Source: an optimization exercise on an open RTL-to-GDS flow (aim: small area). Production flows keep margins and buffers that such runs may drop. The RTL was checked by simulation tests, not by an equivalence proof against the original design. No activity file was given, so power comes from the tool's default toggle rates.

==> flow/design.v <==
`default_nettype none
module param_weight_buffer #(
  parameter int DW    = 8,
  parameter int LANES = 11,
  parameter int TAPS  = 7,
  parameter int WPB   = 9
) (
  input  logic                 clk,
  input  logic                 rst,
  input  logic                 weight_valid,
  input  logic [WPB*DW-1:0]    weight_i,
  output logic                 weight_ready,
  input  logic                 swap,
  input  logic                 en_cnt,
  output logic                 shadow_full,
  output logic                 active_valid,
  output logic                 tap_last,
  output logic [LANES*DW-1:0]  para_weight_o
);
  localparam int c_NWORDS = LANES * TAPS;
  localparam int c_NBEATS = (c_NWORDS + WPB - 1) / WPB;
  localparam int c_TIW    = (TAPS > 1) ? $clog2(TAPS) : 1;
  localparam logic [c_NBEATS-1:0] c_BEAT0   = c_NBEATS'(1);
  localparam logic [c_NBEATS-1:0] c_BEAT0_N = ~c_BEAT0;
  logic                full_q, full_n_q;
  logic [c_NBEATS-1:0] beat_q, beat_n_q;
  logic [c_TIW-1:0]    tap_q;
  logic                active_valid_q;
  logic                act_inv_q;
  logic w_accept;
  logic w_swap_acc;
  assign weight_ready = full_n_q;
  assign shadow_full  = full_q;
  assign w_accept     = weight_valid & full_n_q;
  assign w_swap_acc   = swap & full_q;
  always_ff @(posedge clk) begin
    if (rst) begin
      full_q         <= 1'b0;
      full_n_q       <= 1'b1;
      beat_q         <= c_BEAT0;
      beat_n_q       <= c_BEAT0_N;
      tap_q          <= '0;
      active_valid_q <= 1'b0;
      act_inv_q      <= 1'b1;
    end else begin
      if (w_swap_acc) begin
        full_q   <= 1'b0;
        full_n_q <= 1'b1;
        beat_q   <= c_BEAT0;
        beat_n_q <= c_BEAT0_N;
      end else if (w_accept) begin
        if (beat_q[c_NBEATS-1]) begin
          full_q   <= 1'b1;
          full_n_q <= 1'b0;
        end
        beat_q   <= {beat_q[c_NBEATS-2:0], 1'b0};
        beat_n_q <= {beat_n_q[c_NBEATS-2:0], 1'b1};
      end
      if (w_swap_acc) begin
        tap_q          <= '0;
        active_valid_q <= 1'b1;
      end else if (en_cnt) begin
        if (tap_q == c_TIW'(TAPS - 1)) tap_q <= '0;
        else                           tap_q <= tap_q + 1'b1;
      end
      act_inv_q <= w_swap_acc | ~act_inv_q;
    end
  end
  assign active_valid = active_valid_q;
  assign tap_last     = (tap_q == c_TIW'(TAPS - 1));
  logic [c_NBEATS-1:0] w_sh_we, w_sh_hold;
  for (genvar b = 0; b < c_NBEATS; b++) begin : g_beat
    assign w_sh_we[b]   = weight_valid & beat_q[b];
    assign w_sh_hold[b] = ~weight_valid | beat_n_q[b];
  end
  logic w_act_ld, w_act_rot, w_act_hold;
  assign w_act_ld   = ~rst & swap & full_q;
  assign w_act_rot  = ~rst & (~swap | full_n_q) & en_cnt;
  assign w_act_hold = ~rst & (~swap | full_n_q) & ~en_cnt;
  for (genvar l = 0; l < LANES; l++) begin : g_lane
    logic [DW-1:0] w_act [TAPS];
    for (genvar t = 0; t < TAPS; t++) begin : g_tap
      localparam int c_K    = l * TAPS + t;
      localparam int c_BEAT = c_K / WPB;
      localparam int c_WORD = c_K % WPB;
      logic [DW-1:0] shadow_q;
      logic [DW-1:0] active_q;
      logic [DW-1:0] w_act_d;
      always_ff @(posedge clk) begin
        shadow_q <= (weight_i[c_WORD*DW +: DW] & {DW{w_sh_we[c_BEAT]}})
                  | (shadow_q & {DW{w_sh_hold[c_BEAT]}});
        active_q <= w_act_d;
      end
      pwb_act_sel #(.DW(DW)) u_act_sel (
        .ld_i   (w_act_ld),
        .rot_i  (w_act_rot),
        .hold_i (w_act_hold),
        .ld_d_i (shadow_q),
        .rot_d_i(w_act[(t+1)%TAPS]),
        .q_i    (active_q),
        .d_o    (w_act_d)
      );
      assign w_act[t] = active_q;
    end
    assign para_weight_o[l*DW +: DW] = w_act[0] ^ {DW{act_inv_q}};
  end
endmodule
module pwb_act_sel #(
  parameter int DW = 8
) (
  input  logic          ld_i,
  input  logic          rot_i,
  input  logic          hold_i,
  input  logic [DW-1:0] ld_d_i,
  input  logic [DW-1:0] rot_d_i,
  input  logic [DW-1:0] q_i,
  output logic [DW-1:0] d_o
);
  assign d_o = ~((ld_d_i & {DW{ld_i}}) | (rot_d_i & {DW{rot_i}}) | (q_i & {DW{hold_i}}));
endmodule
`default_nettype wire
==> flow/flow/run.sh <==
#!/bin/bash
# Standard ORFS layout with two changes: ports are buffered with the smallest
# buffer (buf_1) instead of the resizer's default pick, and clock tree
# synthesis uses clkbuf_8 over sink clusters of up to 16 without dummy loads.
set -euo pipefail
export BUFFER_PORTS_ARGS="-buffer_cell sky130_fd_sc_hd__buf_1"
export CTS_ARGS="-sink_clustering_enable -repair_clock_nets -dont_use_dummy_load -buf_list sky130_fd_sc_hd__clkbuf_8 -sink_clustering_size 16 -sink_clustering_max_diameter 50"
bash standard.sh > standard_flow.log 2>&1
==> flow/standard.sh <==
#!/bin/bash
# synth_recipe.tcl (not shown) runs the flow's synth.tcl, then flattens the netlist and writes it again
# the make line also repeats each setting of config.mk as NAME=value (left out here)
make -C /OpenROAD-flow-scripts/flow DESIGN_CONFIG=/design/flow/config.mk WORK_HOME=/design/flow/orfs CLKGATE_MAP_FILE= SYNTH_SCRIPT=/design/flow/synth_recipe.tcl "${@:-finish}"
==> flow/config.mk <==
export PLATFORM = sky130hd
export DESIGN_NAME = param_weight_buffer
export DESIGN_NICKNAME = param_weight_buffer
export VERILOG_FILES = /design/flow/design.v
export SDC_FILE = /design/flow/constraint.sdc
export NUM_CORES = 4
export LEC_CHECK = 0
export CAP_MARGIN = 20
export CORE_MARGIN = 2
export CORE_UTILIZATION = 60
export SLEW_MARGIN = 20
export SYNTH_HIERARCHICAL = 1
export SYNTH_MINIMUM_KEEP_SIZE = 0
==> flow/constraint.sdc <==
create_clock -name core_clock -period 6.0 [get_ports {clk}]
set_input_delay 1.2000 -clock core_clock [delete_from_list [all_inputs] [get_ports {clk}]]
set_output_delay 1.2000 -clock core_clock [all_outputs]
set_load 0.01 [all_outputs]
==> results of run 1 <==
-- area by class of cell --
type                       count  share of cell area [%]
antenna                        7                  0.0419
clock buffer                 109                    3.59
inverter                       1                 0.00899
multi-input combinational   1403                    31.1
sequential                  1257                    60.3
tap                          864                    2.59
timing repair buffer         194                    2.45
-- state kept, by name (all words and copies together) (netlist names) --
| signal | count |
|---|---|
| act_inv_q | 1 |
| beat_q | 9 |
| active_valid_q | 1 |
| tap_q | 3 |
| g_lane.g_tap.shadow_q | 616 |
| full_q | 1 |
| full_n_q | 1 |
| g_lane.g_tap.active_q | 616 |
| beat_n_q | 9 |
-- cells by family (layout without fill, tap and decap cells) --
| group | count (synthesis) | in the layout | share of synthesized area, % |
|---|---|---|---|
| other | 0 | 7 | 0 |
| AND/OR/NAND/NOR | 47 | 47 | 0.682 |
| XOR/XNOR | 89 | 89 | 1.94 |
| AO/OA/AOI/OAI | 1267 | 1267 | 29.4 |
| flip-flops | 1257 | 1257 | 62.7 |
| buffers and inverters | 384 | 304 | 5.27 |
-- metal layers --
| layer | wire, um | vias up | global-route usage [%] |
|---|---|---|---|
| met3 | 10800 | 244 | 5.51 |
| li1 | - | 12479 | - |
| met5 | 83 | - | 0 |
| met2 | 54600 | 1644 | 51.7 |
| met1 | 50500 | 15103 | 46.8 |
| met4 | 4610 | 14 | 12.6 |
-- worst reg2reg max path: stages (launching register included) --
cell,delay (ps)
dfxtp_1,950
nor2b_1,180
nor3_2,490
buf_12,500
buf_12,570
a222oi_1,200
-- path summary, 6_finish.rpt --
check                            startpoint                        endpoint  slack [ps]  cells past startpoint
max                               act_inv_q               para_weight_o[43]        2020                      3
min          g_lane[3].g_tap[4].active_q[6]  g_lane[3].g_tap[3].active_q[6]         410                      1
max reg2reg                        full_n_q  g_lane[0].g_tap[6].active_q[7]        2980                      5
min reg2reg  g_lane[3].g_tap[4].active_q[6]  g_lane[3].g_tap[3].active_q[6]         410                      1
-- per-stage QoR --
stage	setup slack [ps]	TNS (ps)
2_1_floorplan	-2300	-1414120
3_3_place_gp	2450	0
3_5_place_dp	2390	0
4_1_cts	1960	0
5_1_grt	1980	0
6_report	2020	0
-- layout by cell type (no fill, tap or decap), types with 2 or more instances in the layout --
cell and n:
nand2_1 2, a22o_1 616, a31oi_1 2, a21bo_2 8, nor3_1 2, buf_4 11, buf_1 167, nand3_1 8
nor2_1 3, and2_2 4, a222oi_1 616, diode_2 7, dfxtp_1 1256, a21o_1 2, buf_12 14, a21oi_1 12
clkbuf_8 109, a211o_1 8, nand2b_4 8, and3_1 8, xor2_1 88, and2_4 5
-- where the power goes --
group	internal, mW	total, mW	switching, mW	leakage, nW
logic	0.550	1.36	0.806	4.49
clock network	1.61	4.21	2.59	0.784
registers	9.07	9.53	0.462	10.4
==> results.tsv, run 1 <==
metric	value	unit
status	no timing/DRC/antenna violations	
mapped_area	40200	sq um
clock_insertion_delay_at_the_later_pin_of_the_skew_report	770	ps
synthTopCellsByArea	dfxtp_1, a222oi_1, a22o_1, clkbuf_2, xor2_1	
ys_top_cells_by_count	dfxtp_1, a222oi_1, a22o_1	
final_hold_viol_count	0	
arrival	2780	ps
first_global_vias	27909	
gp_congestion	0.788	
combined_area_of_the_multi_input_logic_cells	13000	sq um
post-synth-top-count-cell	dfxtp_1	
number_of_slew_limit_violations_in_the_final_report	0	
worst-path-buf-inv	2	
flip_flop_cell_with_the_highest_count_after_synthesis	dfxtp_1	
total_power	15.1	mW
hold_crit_class	flop to flop	
critical_path.top_delay_family	buffers and inverters	
yosysTopAreaCell	dfxtp_1	
hold_slack	414	ps
fillers	5044	
cts_made_buffers	109	
synth_top_cell_area_share	62.7	%
peakVddDrop	0.215	mV
placed_cell_area	40200	sq um
die_height	263	um
tritoncts	done	
detailed_router_iteration_count_before_antenna_repair	15	
postRouteWirelength	121	mm
tightestPinTransition	1190	ps
numPlacedInstances	3717	
hpwl	68.0	mm
cts.sinks	1257	
rows	94	
max_cap_violations	0	
power_per_cell_area	361	nW/um^2
clock-root-buffer	clkbuf_8	
ctsHoldBuffers	0	
critPathMaxStageDelay	660	ps
power_leakage	15.7	nW
postSynth.asyncResetShare	0	%
final_setup_fails	0	
synthesis.instances	3044	
relSlewSlack	20.6	%
initialDrtViolationCount	6593	
mappedNetlistNets	3121	
grt.overflow.total	0	
number_of_nets_still_failing_antenna_checks_after_routing	0	
share_of_synthesized_area_occupied_by_flip_flops_and_latches	62.7	%
avgSynthCellArea	13.2	sq um
synth-seq-cells	1257	
share_of_post_route_cells_with_drive_strength_above_1	5.63	%
unique_cell_type_count_in_the_yosys_netlist	31	
worst_path_class_setup	flop to output pin	
period_utilization	66.3	%
synthesis.yosys.warnings	29	
design.die.area	69000	sq um
clk_pin_slew_worst_paths	100	ps
cts-root-to-sink-buffers	3	
floorplan.die.width	263	um
cts_resized	0	
syn_to_final_growth	4.01	%
count_of_input_and_output_buffers	168	
endpoint_kind	output pin	
detail_route.vias_per_cell	7.69	
core-area	66000	sq um
rsz_0062_raised_after_global_routing	false	
maximum_level_of_the_cts_h_tree	3	
finalCoreUtilization	63.3	%
required	4800	ps
worst_clock_skew	97.2	ps
post_drt_wl_per_cell	31.5	um
layout.area.seq	25200	sq um
achievable-frequency	252	MHz
dr_total_vias	29484	
remaining_drc_errors	0	
start_util	60.9	%
grt_first_pass_wirelength	178	mm
critPathSlowestCell	xor2_1	
fin_nets	3043	
postLayoutCellArea	41800	sq um
number_of_flops_mapped_to_enable_cells_by_yosys	0	
grt_usage	33.3	%
postCtsSetupRepairBufs	0	
grt_start_max_net_pins	206	
initial_antenna_violation_count	23	
timing.critical_path.from_type	flop	
io_pins	169	
finalCriticalPeriod	3980	ps
finalNonFillerCells	3835	
cp_cell_sequence	buf_12 > xor2_1 > buf_1	
critical_path.max_fanout	74	
==> run 2, diff against run 1 <==
==> flow/flow/run.sh (replaced) <==
#!/bin/bash
# Standard ORFS layout with two changes: ports are buffered with the smallest
# buffer (buf_1) instead of the resizer's default pick, and clock tree
# synthesis uses clkbuf_4 over sink clusters of up to 10 without dummy loads.
set -euo pipefail
export BUFFER_PORTS_ARGS="-buffer_cell sky130_fd_sc_hd__buf_1"
export CTS_ARGS="-sink_clustering_enable -repair_clock_nets -dont_use_dummy_load -buf_list sky130_fd_sc_hd__clkbuf_4 -sink_clustering_size 10 -sink_clustering_max_diameter 40"
bash standard.sh > standard_flow.log 2>&1
==> run 2 against run 1 <==
Against the previous run: still clean; worst setup slack got worse by 340 ps; critical path depth unchanged; total power decreased by 3.1%; clock skew decreased by 22 ps; via count increased by 1.0%; first-iteration DRC count decreased by 2.9%; final cell count increased by 1.5%; sequential power about the same; synthesized area unchanged; cell area decreased by 0.79%; count of clock-buffer cells in the layout increased by 42; global-route usage increased by 0.26 points; critical endpoint unchanged; largest cell class unchanged; highest routed layer unchanged.
==> results.tsv, run 2 <==
metric	value	unit
status	no timing/DRC/antenna violations	
clk_pin_slew_worst_paths	100	ps
syn_to_final_growth	3.18	%
rows	94	
cp_cell_sequence	buf_12 > xor2_1 > buf_1	
count_of_input_and_output_buffers	168	
max_cap_violations	0	
flip_flop_cell_with_the_highest_count_after_synthesis	dfxtp_1	
endpoint_kind	output pin	
numPlacedInstances	3717	
ctsHoldBuffers	0	
synth-seq-cells	1257	
initial_antenna_violation_count	22	
finalNonFillerCells	3891	
synthesis.instances	3044	
synthesis.yosys.warnings	29	
cts.sinks	1257	
fin_nets	3085	
post-place-ws	2390	ps
synthTopCellsByArea	dfxtp_1, a222oi_1, a22o_1, clkbuf_2, xor2_1	
critical_path.top_delay_family	buffers and inverters	
cts_made_buffers	151	
yosysTopAreaCell	dfxtp_1	
critPathMaxStageDelay	670	ps
number_of_flops_mapped_to_enable_cells_by_yosys	0	
met3_grt_util	6.50	%
post-synth-top-count-cell	dfxtp_1	
postRouteWirelength	121	mm
grt_busiest_layer	met2	
postSynth.asyncResetShare	0	%
critPathSlowestCell	xor2_1	
clock_insertion_delay_at_the_later_pin_of_the_skew_report	1040	ps
io_pins	169	
cts-root-to-sink-buffers	3	
layout_common_cells	dfxtp_1, a22o_1, a222oi_1, buf_1, clkbuf_4	
reg.largest.list	g_lane.g_tap.active_q: 616 flops, g_lane.g_tap.shadow_q: 616 flops	
hold_crit_class	flop to flop	
initialDrtViolationCount	6403	
tritoncts	done	
peakVddDrop	0.240	mV
postCtsSetupRepairBufs	0	
remaining_drc_errors	0	
die_height	263	um
hpwl	68.0	mm
mapped_area	40200	sq um
final_setup_fails	0	
detailed_router_iteration_count_before_antenna_repair	14	
finalCoreUtilization	62.8	%
hold_slack	433	ps
dr_total_vias	29791	
unique_cell_type_count_in_the_yosys_netlist	31	
ys_top_cells_by_count	dfxtp_1, a222oi_1, a22o_1	
worst-path-buf-inv	2	
grt.met1_usage	46.6	%
synth_top_cell_area_share	62.7	%
avgSynthCellArea	13.2	sq um
arrival	3120	ps
number_of_slew_limit_violations_in_the_final_report	0	
final_hold_viol_count	0	
maximum_level_of_the_cts_h_tree	4	
share_of_post_route_cells_with_drive_strength_above_1	6.95	%
relSlewSlack	19.0	%
tightestPinTransition	1210	ps
period_utilization	72.0	%
grt.overflow.total	0	
required	4800	ps
achievable-frequency	231	MHz
core-area	66000	sq um
clock-root-buffer	clkbuf_4	
setup_tns	0	ps
timing.critical_path.from_type	flop	
final_critical_path_setup_slack	1680	ps
rsz_0062_raised_after_global_routing	false	
first_global_vias	28255	
post_drt_wl_per_cell	31.1	um
power_leakage	15.6	nW
gp_congestion	0.788	
grt_usage	33.6	%
share_of_synthesized_area_occupied_by_flip_flops_and_latches	62.7	%
grt_start_max_net_pins	206	
grt_first_pass_wirelength	179	mm
floorplan.die.width	263	um
placed_cell_area	40200	sq um
worst_clock_skew	75.5	ps
finalCriticalPeriod	4320	ps
total_power	14.6	mW
number_of_nets_still_failing_antenna_checks_after_routing	0	
mappedNetlistNets	3121	
design.die.area	69000	sq um
power_per_cell_area	353	nW/um^2
worst_path_class_setup	flop to output pin	
postLayoutCellArea	41400	sq um
mostFrequentLayoutCell	dfxtp_1	
cts_resized	0	
critical_path.max_fanout	74	
detail_route.vias_per_cell	7.66	
met2_track_demand_over_resource	51.9	%
start_util	60.9	%
-- run 2: cell counts after synthesis --
No cell type changed its count.
-- run 2: cell families (layout without fill, tap and decap cells) --
kind of cell	after synthesis	in the layout	synth area share, %
DFF	1257	1257	62.7
buffers and inverters	384	346	5.27
and+or+nand+nor	47	47	0.682
other	0	21	0
AOI/OAI and AO/OA	1267	1267	29.4
xor gates and xnor gates	89	89	1.94
-- run 2: layout make-up --
cell class | count | area, sq um
fillers | 5102 | 24500
well taps | 864 | 1080
multi-input cells | 1403 | 13000
inverters | 1 | 3.75
flip-flops and latches | 1257 | 25200
clock buffers | 151 | 1130
repair buffers | 194 | 1020
diodes | 21 | 52.6
-- run 2: worst reg2reg max path: stages, from the launching register on --
cell and delay, ps:
dfxtp_1 950, nor2b_1 180, nor3_2 490, buf_12 520
buf_12 540, a222oi_1 180
-- run 2: worst paths after layout --
path                                       start                             end  slack [ps]  depth (start not counted)
setup / recovery                       act_inv_q               para_weight_o[43]        1680                          3
hold / removal    g_lane[2].g_tap[3].active_q[0]  g_lane[2].g_tap[2].active_q[0]         430                          1
setup reg to reg                        full_n_q  g_lane[0].g_tap[1].active_q[0]        2980                          5
hold reg to reg   g_lane[2].g_tap[3].active_q[0]  g_lane[2].g_tap[2].active_q[0]         430                          1
-- run 2: power breakdown --
group          total [mW]  switching (mW)  leakage (nW)  internal [mW]
logic                1.35           0.804          4.49          0.550
registers            9.53           0.461          10.4           9.07
clock network        3.74            2.58         0.695           1.16
total                14.6            3.84          15.6           10.8
-- run 2: metal layers --
metal  wire length [um]  vias up
met1              49800    15194
met2              54900     1719
met3              11800      238
met4               4370        8
li1                   -    12632
met5                 49        -
==> run 3, diff against run 2 <==
--- a/flow/design.v
+++ b/flow/design.v
@@ -26,7 +26,7 @@
   logic [c_NBEATS-1:0] beat_q, beat_n_q;
   logic [c_TIW-1:0]    tap_q;
   logic                active_valid_q;
-  logic                act_inv_q;
+  logic                inv_q;
   logic w_accept;
   logic w_swap_acc;
   assign weight_ready = full_n_q;
@@ -41,7 +41,7 @@
       beat_n_q       <= c_BEAT0_N;
       tap_q          <= '0;
       active_valid_q <= 1'b0;
-      act_inv_q      <= 1'b1;
+      inv_q      <= 1'b1;
     end else begin
       if (w_swap_acc) begin
         full_q   <= 1'b0;
@@ -63,11 +63,13 @@
         if (tap_q == c_TIW'(TAPS - 1)) tap_q <= '0;
         else                           tap_q <= tap_q + 1'b1;
       end
-      act_inv_q <= w_swap_acc | ~act_inv_q;
+      inv_q <= ~inv_q;
     end
   end
   assign active_valid = active_valid_q;
   assign tap_last     = (tap_q == c_TIW'(TAPS - 1));
+  logic [WPB*DW-1:0] w_wdata;
+  assign w_wdata = weight_i ^ {(WPB*DW){inv_q}};
   logic [c_NBEATS-1:0] w_sh_we, w_sh_hold;
   for (genvar b = 0; b < c_NBEATS; b++) begin : g_beat
     assign w_sh_we[b]   = weight_valid & beat_q[b];
@@ -87,8 +89,8 @@
       logic [DW-1:0] active_q;
       logic [DW-1:0] w_act_d;
       always_ff @(posedge clk) begin
-        shadow_q <= (weight_i[c_WORD*DW +: DW] & {DW{w_sh_we[c_BEAT]}})
-                  | (shadow_q & {DW{w_sh_hold[c_BEAT]}});
+        shadow_q <= ~((w_wdata[c_WORD*DW +: DW] & {DW{w_sh_we[c_BEAT]}})
+                    | (shadow_q & {DW{w_sh_hold[c_BEAT]}}));
         active_q <= w_act_d;
       end
       pwb_act_sel #(.DW(DW)) u_act_sel (
@@ -102,7 +104,7 @@
       );
       assign w_act[t] = active_q;
     end
-    assign para_weight_o[l*DW +: DW] = w_act[0] ^ {DW{act_inv_q}};
+    assign para_weight_o[l*DW +: DW] = w_act[0] ^ {DW{inv_q}};
   end
 endmodule
 module pwb_act_sel #(
==> flow/flow/run.sh (replaced) <==
#!/bin/bash
# Standard ORFS layout with two changes: ports are buffered with the smallest
# buffer (buf_1) instead of the resizer's default pick, and clock tree
# synthesis uses clkbuf_8 over sink clusters of up to 16 without dummy loads.
set -euo pipefail
export BUFFER_PORTS_ARGS="-buffer_cell sky130_fd_sc_hd__buf_1"
export CTS_ARGS="-sink_clustering_enable -repair_clock_nets -dont_use_dummy_load -buf_list sky130_fd_sc_hd__clkbuf_8 -sink_clustering_size 16 -sink_clustering_max_diameter 50"
bash standard.sh > standard_flow.log 2>&1
==> run 3 against run 2 <==
Against the previous run: still clean on timing, DRC and antenna; worst setup slack better by 220 ps; count of clock-buffer cells in the layout is 47 lower; sequential share of layout area is 1.3 points lower; combinational power is 56% higher; routed wire length is 0.60% lower.
==> results.tsv, run 3 <==
metric	value	unit
post-synth-top-count-cell	dfxtp_1	
synthesis.instances	3051	
combined_area_of_the_multi_input_logic_cells	13400	sq um
synthTopCellsByArea	dfxtp_1, a222oi_1, a22oi_1, xor2_1, clkbuf_2	
detailed_router_iteration_count_before_antenna_repair	14	
grt_start_max_net_pins	204	
io_pins	169	
syn_to_final_growth	5.76	%
synth_top_cell_area_share	62.9	%
number_of_slew_limit_violations_in_the_final_report	0	
critPathSlowestCell	dfxtp_4	
die_height	262	um
tightestPinTransition	1300	ps
core-area	65900	sq um
power.clock.fraction	24.1	%
cts.sinks	1257	
power.combinational.fraction	12.4	%
synth-seq-cells	1257	
hold_crit_class	flop to flop	
clock-root-buffer	clkbuf_8	
layout.area.seq	25200	sq um
design.die.area	68800	sq um
worst_clock_skew	76.6	ps
post_drt_wl_per_cell	30.5	um
clk_pin_slew_worst_paths	90	ps
switching_share	27.5	%
layout_common_cells	dfxtp_1, a22oi_1, a222oi_1, buf_1, xor2_1	
reg.largest.list	g_lane.g_tap.active_q: 616 flops, g_lane.g_tap.shadow_q: 616 flops	
cts_made_buffers	104	
start_util	60.8	%
number_of_nets_still_failing_antenna_checks_after_routing	0	
rsz_0062_raised_after_global_routing	false	
timing.critical_path.from_type	flop	
cts_resized	0	
critPathMaxStageDelay	910	ps
peakVddDrop	0.255	mV
tritoncts	done	
postRouteWirelength	120	mm
p_int	12.3	mW
count_of_input_and_output_buffers	168	
remaining_drc_errors	0	
worst-path-buf-inv	2	
rows	94	
fin_nets	3146	
postCtsSetupRepairBufs	0	
final_setup_fails	0	
power_per_cell_area	400	nW/um^2
detail_route.vias_per_cell	7.52	
maximum_level_of_the_cts_h_tree	3	
relSlewSlack	13.5	%
power_leakage	16.5	nW
clock_insertion_delay_at_the_later_pin_of_the_skew_report	750	ps
arrival	2900	ps
share_of_synthesized_area_occupied_by_flip_flops_and_latches	62.9	%
number_of_flops_mapped_to_enable_cells_by_yosys	0	
fillers	5039	
switchingPower	4.67	mW
unique_cell_type_count_in_the_yosys_netlist	33	
mostFrequentLayoutCell	dfxtp_1	
ctsHoldBuffers	0	
grt_first_pass_wirelength	177	mm
initial_antenna_violation_count	3	
cp_cell_sequence	buf_12 > xor2_1 > buf_1	
cts-root-to-sink-buffers	3	
share_of_post_route_cells_with_drive_strength_above_1	8.22	%
grt_usage	33.1	%
ys_top_cells_by_count	dfxtp_1, a222oi_1, a22oi_1	
critical_path.max_fanout	56	
max_cap_violations	0	
first_global_vias	28096	
grt.overflow.total	0	
floorplan.die.width	262	um
dr_total_vias	29563	
postSynth.asyncResetShare	0	%
seq_pwr_share	63.5	%
avgSynthCellArea	13.1	sq um
setup_tns	0	ps
status	no timing/DRC/antenna violations	
endpoint_kind	output pin	
yosysTopAreaCell	dfxtp_1	
achievable-frequency	244	MHz
mappedNetlistNets	3128	
required	4800	ps
hold_slack	401	ps
period_utilization	68.3	%
mapped_area	40000	sq um
gp_congestion	0.800	
final_hold_viol_count	0	
finalCriticalPeriod	4100	ps
hpwl	68.2	mm
critical_path.top_delay_family	flip-flops	
flip_flop_cell_with_the_highest_count_after_synthesis	dfxtp_1	
worst_path_class_setup	flop to output pin	
synthesis.yosys.warnings	29	
initialDrtViolationCount	6191	
==> run 3: final cells by class <==
type | count | area share (%)
Timing Repair Buffer | 231 | 3.01
Sequential cell | 1257 | 59.5
Clock buffer | 104 | 3.38
Antenna cell | 2 | 0.0118
Tap cell | 864 | 2.55
Multi-Input combinational cell | 1475 | 31.6
==> run 3: cell families (layout without fill, tap and decap cells) <==
group	count (synthesis)	after routing	synth area share, %
buffers and inverters	319	335	4.28
other	0	2	0
XOR/XNOR	161	161	4.54
flip-flops	1257	1257	62.9
AO/OA/AOI/OAI	1266	1266	27.6
AND/OR/NAND/NOR	48	48	0.688
==> run 3: through the flow <==
stage | util (%) | std cells | worst slack [ps] | cell area [sq um] | total power [mW]
after detailed placement | 62.0 | 3826 | 2280 | 40900 | 13.0
after global placement | 61.9 | 3825 | 2370 | 40800 | 12.8
after floorplan | - | 3051 | -2290 | 40000 | 12.0
after global routing | 64.3 | 3933 | 1800 | 42300 | 17.6
final | 64.3 | 3933 | 1900 | 42300 | 16.9
after CTS | 64.2 | 3930 | 1920 | 42300 | 17.0
==> run 3: worst register-to-register path, cell delays in order, from the launching register on <==
cell and delay [ps]:
dfxtp_1 950, nor2b_1 290, nor3b_2 360, buf_4 360
buf_12 540, a222oi_1 590
==> run 3: worst paths after layout <==
kind | startpoint | endpoint | slack (ps) | cells past startpoint
setup / recovery | inv_q | para_weight_o[79] | 1900 | 3
hold / removal | g_lane[10].g_tap[6].active_q[5] | g_lane[10].g_tap[5].active_q[5] | 400 | 1
setup reg to reg | full_n_q | g_lane[3].g_tap[2].active_q[3] | 2720 | 5
hold reg to reg | g_lane[10].g_tap[6].active_q[5] | g_lane[10].g_tap[5].active_q[5] | 400 | 1
==> run 3: power groups by stage <==
stage / clock, mW / combinational, mW / sequential, mW
3_3_place_gp: 0 / 1.98 / 10.8
6_report: 4.09 / 2.10 / 10.8
3_5_place_dp: 0 / 2.08 / 10.9
5_1_grt: 4.44 / 2.25 / 10.9
2_1_floorplan: 0 / 1.39 / 10.6
4_1_cts: 4.16 / 2.08 / 10.7
==> run 3: routing by layer <==
| metal | GRT usage, % | part of all wire [%] |
|---|---|---|
| met1 | 46.4 | 42 |
| met2 | 50.0 | 45 |
| met3 | 6.20 | 9.3 |
| met4 | 14.5 | 4.6 |
| met5 | 0 | 0 |

## port drivers added, routing unchanged
How much do the figures lean on ideal ports? The routed layouts below were timed once more, with nothing changed but the port constraints. Step 1, drivers: a clkbuf_16 drives clk and a buf_2 each remaining input, both assumed. Step 2 moves the port delays by t, midway between the first and last clock arrival at a register: inputs arrive t later, outputs are due t later. That takes back most of the time a late clock gives input paths. a / b / c = no drivers / after step 1 / after step 2; a / b = the first two.
run	shift t [ns]	slack for setup (ns)	worst register clock-pin slew, ns	worst data-port slew with drivers (ns)
run 1	0.786	2.025 / 1.959 / 2.314	0.10 / 0.10	0.24
run 2	1.069	1.680 / 1.615 / 2.296	0.11 / 0.11	0.25
run 3	0.760	1.902 / 1.842 / 2.265	0.10 / 0.10	0.07
After both steps every run listed still meets setup and hold.
